Context: an optimization exercise on an open-source flow, tuned for small area, a short achievable clock period and few clock cycles per item. The choices shown serve that exercise and are no tape-out recipe.
Function was checked by simulation only, so behaviour that the tests miss may differ from the original.
Power and IR drop assume default switching activity.

lane 4:
Design tick_mask_task_scheduler_core, start of the top module:
module tick_mask_task_scheduler_core
#(
    parameter int NUM_TASKS = NUM_TASKS_DEF
)
(
    input  logic                  clk,
    input  logic                  rst_n,
    input  logic                  item_valid,
    output logic                  item_stall,
    input  logic [1:0]            kind,
    input  logic [TIME_W-1:0]     sample_time,
    input  logic [TIDX_W-1:0]     task_index,
    input  logic [TIME_W-1:0]     start_time,
    input  logic [TIME_W-1:0]     stop_time,
    output logic                  result_valid,
    input  logic                  result_stall,
    output logic                  tick_fired,
    output logic [MAX_TASKS-1:0]  run_mask,
    output logic [TICK_W-1:0]     tick_word,
    output logic                  stats_updated,
    output logic [TIME_W-1:0]     mean_exec_time,
    output logic [TIME_W-1:0]     worst_time,
    output logic                  config_bad,
    input  logic                  cfg_valid,
    output logic                  cfg_ready,
    input  logic [CFG_IDX_W-1:0]  cfg_index,
    input  logic [TIME_W-1:0]     cfg_data
);
    localparam int W  = TIME_W;
    localparam int SW = TIME_W - 1;    
    logic [W-1:0]                     mod_q;
    logic [PERIOD_W-1:0]              per_q;
    logic [MAX_TASKS-1:0][TICK_W-1:0] mask_q;    
    logic [MAX_TASKS-1:0]             mval_q;
    logic                             bad_q;
    logic [W-1:0]                     mp_q;      
    logic [W-1:0]                     half;
    logic mod_wr;
    assign cfg_ready = 1'b1;
    assign mod_wr    = cfg_valid && (cfg_index == CFG_MODULUS);
    assign half      = mod_q >> 1;
    always_ff @(posedge clk or negedge rst_n)
    begin
        if (!rst_n)
        begin
            mod_q  <= MODULUS_RST;
            per_q  <= PERIOD_RST;
            mval_q <= '0;
        end
        else if (cfg_valid)
        begin
            if (cfg_index == CFG_MODULUS)
                mod_q <= cfg_data;
            if (cfg_index == CFG_PERIOD)
                per_q <= cfg_data[PERIOD_W-1:0];
            for (int i = 0; i < MAX_TASKS; i++)
                if (cfg_index == CFG_IDX_W'(CFG_MASK0 + i))
                    mval_q[i] <= 1'b1;
        end
  ...
clock: 8.5 ns
lec_check: 0
cap_margin: 20
core_margin: 2
core_utilization: 30
cts_buf_list: sky130_fd_sc_hd__clkbuf_8
place_density: 0.75
setup_slack_margin: 4.0
slew_margin: 20
standard.sh (not shown) runs the stock make flow with config.mk's settings and CLKGATE_MAP_FILE= SYNTH_SCRIPT=/design/flow/synth_recipe.tcl, a recipe that flattens the netlist after the stock synthesis.
==> flow/flow/run.sh <==
#!/bin/bash
# The standard layout, with plain buf_2 cells (instead of clkdlybuf4s50_1) as the
# port buffers that global placement inserts on every input and output.
# All of make's output goes to standard.log in the work folder; ORFS keeps each
# step's own log under orfs/logs/.
set -euo pipefail
bash standard.sh "BUFFER_PORTS_ARGS=-buffer_cell sky130_fd_sc_hd__buf_2" finish > standard.log 2>&1
Lane 4: full flow OK, the timing, design-rule and antenna checks passed
Testbench counts of lane 4, summed over its fixed seeds: cycles 13,972, items 12,800.
Changes in lane 5 relative to lane 4:
diff --git a/flow/design.v b/flow/design.v
--- a/flow/design.v
+++ b/flow/design.v
@@ -344,49 +344,50 @@
         else if (dcnt_q != '0)
         begin
             dsrc_q <= dsrc_n;
             drem_q <= drem_n;
             if (dlast && !dmode_q)
                 pv_q <= drem_n;
         end
     end
     logic                samp_ok, rep_ok, fire, first, back, due, ok;
     logic                n0, back0, back1, due0, due1;
     logic [4:0]          widx;
     logic [W:0]          da, lp;
-    logic [W+1:0]        xs, xns, xnl, xm, xl, xp, xh;
+    logic [W+1:0]        xs, xns, xnl, xm, xl, xlg, xp, xh;
     logic [W+1:0]        sb0, cb0, yb0, sd0, cd0, yd0, sb1, cb1, yb1;
     logic [W+1:0]        sd1, cd1, xmp, yd1, sq, cq, lp2;
     logic [W-1:0]        lt_adv, lt_new;
     logic [MAX_TASKS-1:0][SW-1:0] avg_q, worst_q;    
     logic [MAX_TASKS-1:0]         sval_q;
     logic [SW-1:0]        cur_avg, cur_worst, avg_new, worst_new;
     logic [SW:0]          sum;
     logic [MAX_TASKS-1:0] run;
     always_comb
     begin
         samp_ok = (pk_q == KIND_TIME) && !bad_q;
         rep_ok  = (pk_q == KIND_REPORT) && !bad_q
                   && ({1'b0, pt_q} < (TIDX_W + 1)'(NUM_TASKS));
         xs  = {2'b0, pv_q};
         xns = ~xs;
         xl  = {2'b0, lt_q};
         xnl = ~xl;
         xm  = {2'b0, mod_q};
         xp  = {3'b0, per_q};
         xh  = {2'b0, half};
         da  = xs[W:0] - xl[W:0];
         n0  = da[W];                                    
-        sb0 = xns ^ xl ^ xh;
-        cb0 = {((xns[W:0] & xl[W:0]) | (xns[W:0] & xh[W:0]) | (xl[W:0] & xh[W:0])), 1'b0};
+        xlg = (pk_q == KIND_REPORT) ? '0 : xl;
+        sb0 = xns ^ xlg ^ xh;
+        cb0 = {((xns[W:0] & xlg[W:0]) | (xns[W:0] & xh[W:0]) | (xlg[W:0] & xh[W:0])), 1'b0};
         yb0 = sb0 + cb0;
         back0 = yb0[W+1];
         sd0 = xns ^ xl ^ xp;
         cd0 = {((xns[W:0] & xl[W:0]) | (xns[W:0] & xp[W:0]) | (xl[W:0] & xp[W:0])), 1'b0};
         yd0 = sd0 + cd0;
         due0 = yd0[W+1];
         sb1 = xs ^ xnl ^ xh;
         cb1 = {((xs[W:0] & xnl[W:0]) | (xs[W:0] & xh[W:0]) | (xnl[W:0] & xh[W:0])), 1'b1};
         yb1 = sb1 + cb1 + {{(W+1){1'b0}}, mod_q[0]};
         back1 = !yb1[W+1];
         xmp = {2'b0, mp_q};
         sd1 = xs ^ xnl ^ xmp;
@@ -406,25 +407,25 @@
         lt_new = (first || back) ? pv_q : lt_adv;
         for (int i = 0; i < MAX_TASKS; i++)
             run[i] = !mval_q[i] ? !fire
                    : (fire ? mask_q[i][widx] : (mask_q[i] == '0));
         cur_avg   = '0;
         cur_worst = '0;
         for (int i = 0; i < MAX_TASKS; i++)
             if (pt_q == TIDX_W'(i) && sval_q[i])
             begin
                 cur_avg   = avg_q[i];
                 cur_worst = worst_q[i];
             end
-        ok        = (pv_q < half);
+        ok        = !back0;
         sum       = {1'b0, cur_avg} + {1'b0, pv_q[SW-1:0]};
         avg_new   = sum[SW:1];
         worst_new = (pv_q[SW-1:0] > cur_worst) ? pv_q[SW-1:0] : cur_worst;
     end
     always_ff @(posedge clk or negedge rst_n)
     begin
         if (!rst_n)
         begin
             tz_q    <= 1'b1;
             sval_q  <= '0;
         end
         else if (u_go)
==> results.txt <==
- Between lane 5 and lane 4, the difference in sequential power is negligible.
- Lane 4 -> lane 5: cell area after synthesis decreased slightly
- Lane 5 ended up with a lower pre-CTS setup slack than lane 4 did.
- Per the comparison of lane 5 with lane 4, worst supply voltage drop on vdd shrank by about 2.5%, delay of the slowest cell on the worst path shrank by 0.02 ns.
- Highest fanout seen on the critical path: lane 5 vs lane 4 up 2
- Lower area occupied by multi-input gates among lane 5 and lane 4: lane 5
- Compared lane 5 vs lane 4, and share of final layout cell area taken by non-clock buffers is up in lane 5.
- Sort lane 5 and lane 4 by final weighted congestion in routability-driven placement, descending, and lane 4 comes first.
- | overall die height | lane 5 vs lane 4 | ≈ equal |
Testbench counts of lane 5, summed over its fixed seeds: cycles 13,972, items 12,800.

## main
tick_mask_task_scheduler_core again, from the RTL that the note above started with.
export LEC_CHECK = 0
export CAP_MARGIN = 20
export CORE_MARGIN = 2
export CORE_UTILIZATION = 30
export CTS_BUF_LIST = sky130_fd_sc_hd__clkbuf_8
export SETUP_SLACK_MARGIN = 4.0
export SLEW_MARGIN = 20
create_clock -name core_clock -period 8.5 [get_ports {clk}]
run.sh (not shown) runs the stock make flow with config.mk's settings and CLKGATE_MAP_FILE= SYNTH_SCRIPT=/design/flow/synth_recipe.tcl, a recipe that flattens the netlist after the stock synthesis.
Stock flow here: none of the scripts above is used.
Testbench counts of main, summed over its fixed seeds: cycles 13,972, items 12,800.
Input changes introduced in the feature branch (baseline for comparison: main):
--- a/flow/design.v
+++ b/flow/design.v
@@ -149,25 +149,25 @@
                 mask_q[i] <= cfg_data;
     end
     always_ff @(posedge clk)
     begin
         bad_q <= (mod_q < MODULUS_MIN) || (per_q == '0)
                  || ({1'b0, per_q} >= half);
         mp_q  <= mod_q - {1'b0, per_q};
     end
     logic                i_valid_q;    
     logic [1:0]          ik_q;
     logic [TIDX_W-1:0]   it_q;
     logic [W-1:0]        ia_q;         
-    logic [W:0]          id_q;         
+    logic [W-1:0]        ib_q;         
     logic                is_q;         
     logic                lpend_q;      
     logic [5:0]          dcnt_q;       
     logic                dmode_q;      
     logic [W-1:0]        dsrc_q;       
     logic [W-1:0]        drem_q;       
     logic                cvalid_q;     
     logic                p_valid_q;    
     logic [1:0]          pk_q;
     logic [TIDX_W-1:0]   pt_q;
     logic [W-1:0]        pv_q;         
     logic                r_valid_q;
@@ -177,58 +177,67 @@
     assign r_go       = i_valid_q && !busy && (!p_valid_q || u_go);
     assign item_stall = busy || (i_valid_q && !r_go);
     assign accept     = item_valid && !item_stall;
     always_ff @(posedge clk or negedge rst_n)
     begin
         if (!rst_n)
             i_valid_q <= 1'b0;
         else if (accept)
             i_valid_q <= 1'b1;
         else if (r_go)
             i_valid_q <= 1'b0;
     end
-    logic [W-1:0] ib;
-    assign ib = (kind != KIND_TIME) ? start_time
-              : ((i_valid_q && ik_q == KIND_TIME) ? ia_q : dsrc_q);
     always_ff @(posedge clk)
     begin
         if (accept)
         begin
             ik_q <= kind;
             is_q <= (kind == KIND_TIME);
             it_q <= task_index;
             ia_q <= (kind == KIND_TIME) ? sample_time : stop_time;
-            id_q <= {1'b0, (kind == KIND_TIME) ? sample_time : stop_time} - {1'b0, ib};
+            if (kind != KIND_TIME)
+                ib_q <= start_time;
+            else if (i_valid_q && ik_q == KIND_TIME)
+                ib_q <= ia_q;
+            else
+                ib_q <= dsrc_q;
         end
     end
     logic            is_samp;
-    logic [W+1:0]    xd, xc, xnm, xcr, s2, c2;
+    logic [W+1:0]    xa, xb, xc, xnb, xnm, xcr;
+    logic [W+1:0]    s1, c1, s2, c2, s3, c3;
     logic [W:0]      d1;               
     logic [W+1:0]    d2, d3, d4;       
     logic            s_fast, r_fast, fast;
     logic [W-1:0]    red_s, red_e;
     logic            skip_s;
     always_comb
     begin
         is_samp = is_q;
-        xd  = {id_q[W], id_q};
+        xa  = {2'b0, ia_q};
+        xb  = {2'b0, ib_q};
         xc  = {2'b0, (is_samp ? drem_q : mod_q)};
         xcr = {2'b0, drem_q};
+        xnb = ~xb;
         xnm = ~{2'b0, mod_q};
-        d1 = id_q;
-        d2 = xd - {2'b0, mod_q};
-        d3 = xd + xc;
-        s2 = xd ^ xcr ^ xnm;
-        c2 = {((xd[W:0] & xcr[W:0]) | (xd[W:0] & xnm[W:0]) | (xcr[W:0] & xnm[W:0])), 1'b1};
+        d1 = xa[W:0] - xb[W:0];
+        s1 = xa ^ xnb ^ xnm;
+        c1 = {((xa[W:0] & xnb[W:0]) | (xa[W:0] & xnm[W:0]) | (xnb[W:0] & xnm[W:0])), 1'b1};
+        d2 = s1 - ~c1;
+        s2 = s1 ^ c1 ^ xcr;
+        c2 = {((s1[W:0] & c1[W:0]) | (s1[W:0] & xcr[W:0]) | (c1[W:0] & xcr[W:0])), 1'b1};
         d4 = s2 + c2;
+        s3 = xa ^ xnb ^ xc;
+        c3 = {((xa[W:0] & xnb[W:0]) | (xa[W:0] & xc[W:0]) | (xnb[W:0] & xc[W:0])), 1'b1};
+        d3 = s3 + c3;
         s_fast = cvalid_q && !d1[W] && d2[W+1];
         red_s  = d4[W+1] ? d3[W-1:0] : d4[W-1:0];
         r_fast = d1[W] ? !d3[W+1] : d2[W+1];
         red_e  = d1[W] ? d3[W-1:0] : d1[W-1:0];
         fast   = ik_q[1] || (is_samp ? s_fast : r_fast);
     end
     logic [W:0]      dt;
     logic [W+1:0]    dsub;
     logic [W-1:0]    drem_n, dsrc_n;
     logic            dlast, skip_l;
     always_comb
     begin
Notes after the runs:
Routed wire in the feature branch totals more than in main. Between main and the feature branch, count of routing violations after the opening detailed-route iteration decreased. The run showing the smaller combinational cell fraction of total power is main. Diff main -> the feature branch: clock power +about 3%, power density over the cells +10%, average wire length per cell after detail routing +1.3 µm, met3 usage in global routing +0.36 points, power consumption +3.1 mW. Cmp the feature branch vs main: synthesis-to-finish area growth higher in the feature branch. The feature branch finished every stage and its layout cleared the timing, design-rule and antenna checks. Die area came out higher on the feature branch than on main.
Testbench counts of the feature branch, summed over its fixed seeds: cycles 13,972, items 12,800.

## static timing again, ports no longer ideal
The flow's constraints put no driver on any port. The routed layouts listed below were extracted and timed again, unchanged, in two steps.
Step 1 (the two cells are an assumption about what drives the block):
set clk [get_ports {clk}]
set_driving_cell -lib_cell sky130_fd_sc_hd__clkbuf_16 $clk
set_driving_cell -lib_cell sky130_fd_sc_hd__buf_2 [delete_from_list [all_inputs] $clk]
Step 2, shift: input delay + t, output delay - t, t = (earliest + latest rising clock arrival at the registers) / 2. This alone moves slack from input paths to output paths.
Slacks: ideal ports / drivers / drivers and shift; pairs: ideal ports / drivers.
run	shift t [ns]	slack for setup (ns)	hold slack, ns
lane 4	0.974	3.972 / 3.972 / 3.144	0.491 / 0.491 / 0.491
lane 5	0.950	3.927 / 3.927 / 3.184	0.493 / 0.493 / 0.493
main	0.977	3.967 / 3.967 / 3.217	0.488 / 0.488 / 0.488
the feature branch	0.982	3.663 / 3.663 / 3.192	0.437 / 0.437 / 0.437
After both steps setup and hold are still met in every run listed. For lane 4, which loses most, drivers alone change the setup slack by 0.000 ns; drivers and shift together by -0.828 ns.
